This design comes from an exercise in tuning for small area, a short achievable clock period and few clock cycles per item on the open sky130 flow, not from production work.
At most, simulation tests tie the RTL to the original design; equivalence was not proved.
Power figures rest on the tool's default switching activity, not on a simulated workload.

## red
==> flow/design.v (excerpt) <==
module mult_stage
(
  input  logic                            i_clk,
  input  logic                            i_rst,
  input  logic                            FS_rdy,
  output logic                            FS_ack,
  input  logic [32:0]                     i_ctl,
  input  logic [PEROW*DWD-1:0]            i_input,
  input  logic [PEROW*DWD-1:0]            i_weight,
  input  logic [PEROW*PSUMDWD-1:0]        i_psum,
  output logic                            MS_rdy,
  input  logic                            MS_ack,
  output logic [PEROW*PSUMDWD-1:0]        o_prod,
  output logic [PEROW*PSUMDWD-1:0]        o_psum,
  output logic [7:0]                      o_ctl
);
For scale: ~560 I/O pins.
Settings: LEC_CHECK=0, CAP_MARGIN=20, CORE_MARGIN=2, CORE_UTILIZATION=40, SETUP_SLACK_MARGIN=4.5, SLEW_MARGIN=20; clock period 10.0 ns.
standard.sh (not shown) runs the stock make flow with config.mk's settings and CLKGATE_MAP_FILE= SYNTH_SCRIPT=/design/flow/synth_recipe.tcl, a recipe that flattens the netlist after the stock synthesis.
==> flow/flow/run.sh <==
#!/bin/bash
# The standard layout, with every port buffered by a minimum-size buffer
# (sky130_fd_sc_hd__buf_1) instead of the delay cell buffer_ports picks by itself.
set -euo pipefail
bash standard.sh "BUFFER_PORTS_ARGS=-buffer_cell sky130_fd_sc_hd__buf_1" finish > standard_make.log 2>&1
Edits applied to the flow inputs when going from red to purple:
-- flow/design.v --
<<< red, line 43
  input  logic [DWD-1:0]     mx,        
  input  logic [DWD-1:0]     nmx,       
  output logic [PSUMDWD-1:0] cs_p,      
  output logic [PSUMDWD-1:0] cs_g       
);
  logic [PSUMDWD-1:0] cs_s, cs_c;
  logic [DWD-1:0] ae;
  logic [16:0] ax;
>>> purple, line 43
  input  logic [DWD-1:0]     mx,        
  input  logic [DWD-1:0]     nmx,       
  output logic [PSUMDWD-1:0] cs_s,
  output logic [PSUMDWD-1:0] cs_c
);
  logic [DWD-1:0] ae;
  logic [16:0] ax;
<<< red, line 365
  assign cs_s = {1'b1, pp[7][15], ~pp[7][15], s144, c142, s142, c140, c139, s139, c137, c136, c135, c134, c133, c132, c131, c130, c129, c128, c127, c126, c125, c124, c123, c122, s122, s121, c119, c118, c117, c116, s47};
  assign cs_c = {1'b0, ~pp[7][16], c144, c143, s143, c141, s141, s140, c138, s138, s137, s136, s135, s134, s133, s132, s131, s130, s129, s128, s127, s126, s125, s124, s123, c121, c120, s120, s119, s118, s117, s116};
  assign cs_p = cs_s ^ cs_c;
  assign cs_g = cs_s & cs_c;
endmodule
import mult_stage_pkg::*;
>>> purple, line 364
  assign cs_s = {1'b1, pp[7][15], ~pp[7][15], s144, c142, s142, c140, c139, s139, c137, c136, c135, c134, c133, c132, c131, c130, c129, c128, c127, c126, c125, c124, c123, c122, s122, s121, c119, c118, c117, c116, s47};
  assign cs_c = {1'b0, ~pp[7][16], c144, c143, s143, c141, s141, s140, c138, s138, s137, s136, s135, s134, s133, s132, s131, s130, s129, s128, s127, s126, s125, s124, s123, c121, c120, s120, s119, s118, s117, s116};
endmodule
import mult_stage_pkg::*;
<<< red, line 398
  logic [3:0] sa, wen;
  logic [DWD-1:0] mx, nmx;
  logic [PEROW*PSUMDWD-1:0] cs_p, cs_g, p_q, g_q;
  assign MS_rdy = full;
  assign FS_ack = FS_rdy && (!full || MS_ack);
>>> purple, line 395
  logic [3:0] sa, wen;
  logic [DWD-1:0] mx, nmx;
  logic [PEROW*PSUMDWD-1:0] cs_s, cs_c, s_q, c_q;
  assign MS_rdy = full;
  assign FS_ack = FS_rdy && (!full || MS_ack);
<<< red, line 414
  always_ff @(posedge i_clk) begin
    if (FS_ack) begin
      p_q    <= cs_p;
      g_q    <= cs_g;
      o_psum <= i_psum;
      o_ctl  <= ctl.pass;
>>> purple, line 411
  always_ff @(posedge i_clk) begin
    if (FS_ack) begin
      s_q    <= cs_s;
      c_q    <= cs_c;
      o_psum <= i_psum;
      o_ctl  <= ctl.pass;
<<< red, line 429
      .mx     (mx),
      .nmx    (nmx),
      .cs_p   (cs_p[PSUMDWD*r +: PSUMDWD]),
      .cs_g   (cs_g[PSUMDWD*r +: PSUMDWD])
    );
    logic [PSUMDWD-1:0] gg, pp;
    always_comb begin
      gg = g_q[PSUMDWD*r +: PSUMDWD];
      pp = p_q[PSUMDWD*r +: PSUMDWD];
      for (int d = 1; d < PSUMDWD; d = d * 2)
        for (int i = 2 * d - 1; i < PSUMDWD; i = i + 2 * d) begin
          gg[i] = gg[i] | (pp[i] & gg[i-d]);
          pp[i] = pp[i] & pp[i-d];
        end
      for (int d = PSUMDWD / 4; d >= 1; d = d / 2)
        for (int i = 3 * d - 1; i < PSUMDWD; i = i + 2 * d) begin
          gg[i] = gg[i] | (pp[i] & gg[i-d]);
          pp[i] = pp[i] & pp[i-d];
        end
    end
    assign o_prod[PSUMDWD*r +: PSUMDWD] = p_q[PSUMDWD*r +: PSUMDWD] ^ {gg[PSUMDWD-2:0], 1'b0};
  end
endmodule
>>> purple, line 426
      .mx     (mx),
      .nmx    (nmx),
      .cs_s   (cs_s[PSUMDWD*r +: PSUMDWD]),
      .cs_c   (cs_c[PSUMDWD*r +: PSUMDWD])
    );
    assign o_prod[PSUMDWD*r +: PSUMDWD] = s_q[PSUMDWD*r +: PSUMDWD] + c_q[PSUMDWD*r +: PSUMDWD];
  end
endmodule
Notes after the runs:
Diff red -> purple | simple-gate area share of the yosys netlist | increase of 1.7 points
Relative to red, the routed length on met2 of purple is higher by 5.8%.
Of red and purple, the higher number of library cell types mapped by synthesis belongs to purple.
The worst slew margin relative to its limit of purple exceeds that of red by 0.71 points.
purple vs. red: count of buffering cells on the critical path with inverters included -6; minimum clock period after layout -0.17 ns; number of sinks handled by clock tree synthesis ~0 delta; overall power of the completed layout +about 9%; multi-input logic cell count +323.
In the tables for red and purple, pre-CTS worst setup slack reads higher with purple.
Testbench counts of purple, summed over its fixed seeds: cycles 3,208, items 3,200.
No functional check of the RTL was part of red.

re-timing with driven ports:
Ports are ideal in the flow. The routed layouts listed here were re-timed in OpenROAD.
Step 1 (the two cells are an assumption about what drives the block):
set clk [get_ports {i_clk}]
set_driving_cell -lib_cell sky130_fd_sc_hd__clkbuf_16 $clk
set_driving_cell -lib_cell sky130_fd_sc_hd__buf_2 [delete_from_list [all_inputs] $clk]
Step 2 times the ports against the registers' clock, not the clock port: input delays grow and output delays shrink by t, the midpoint of the rising clock arrivals with the driver on.
a / b / c = ideal / step 1 / step 2; a / b = the first two.
run | shift t [ns] | slack for setup (ns) | hold WS [ns] | worst data-port slew with drivers (ns) | cell pins on the clock port's net
red | 0.705 | 4.141 / 4.187 / 3.482 | 0.578 / 0.578 / 0.578 | 0.19 | 1
purple | 0.679 | 4.314 / 4.248 / 3.748 | 0.554 / 0.554 / 0.554 | 0.22 | 1
After both steps every run listed still meets setup and hold. The setup slack of red, which loses most, moves by +0.046 ns with the drivers and by -0.659 ns with both steps.
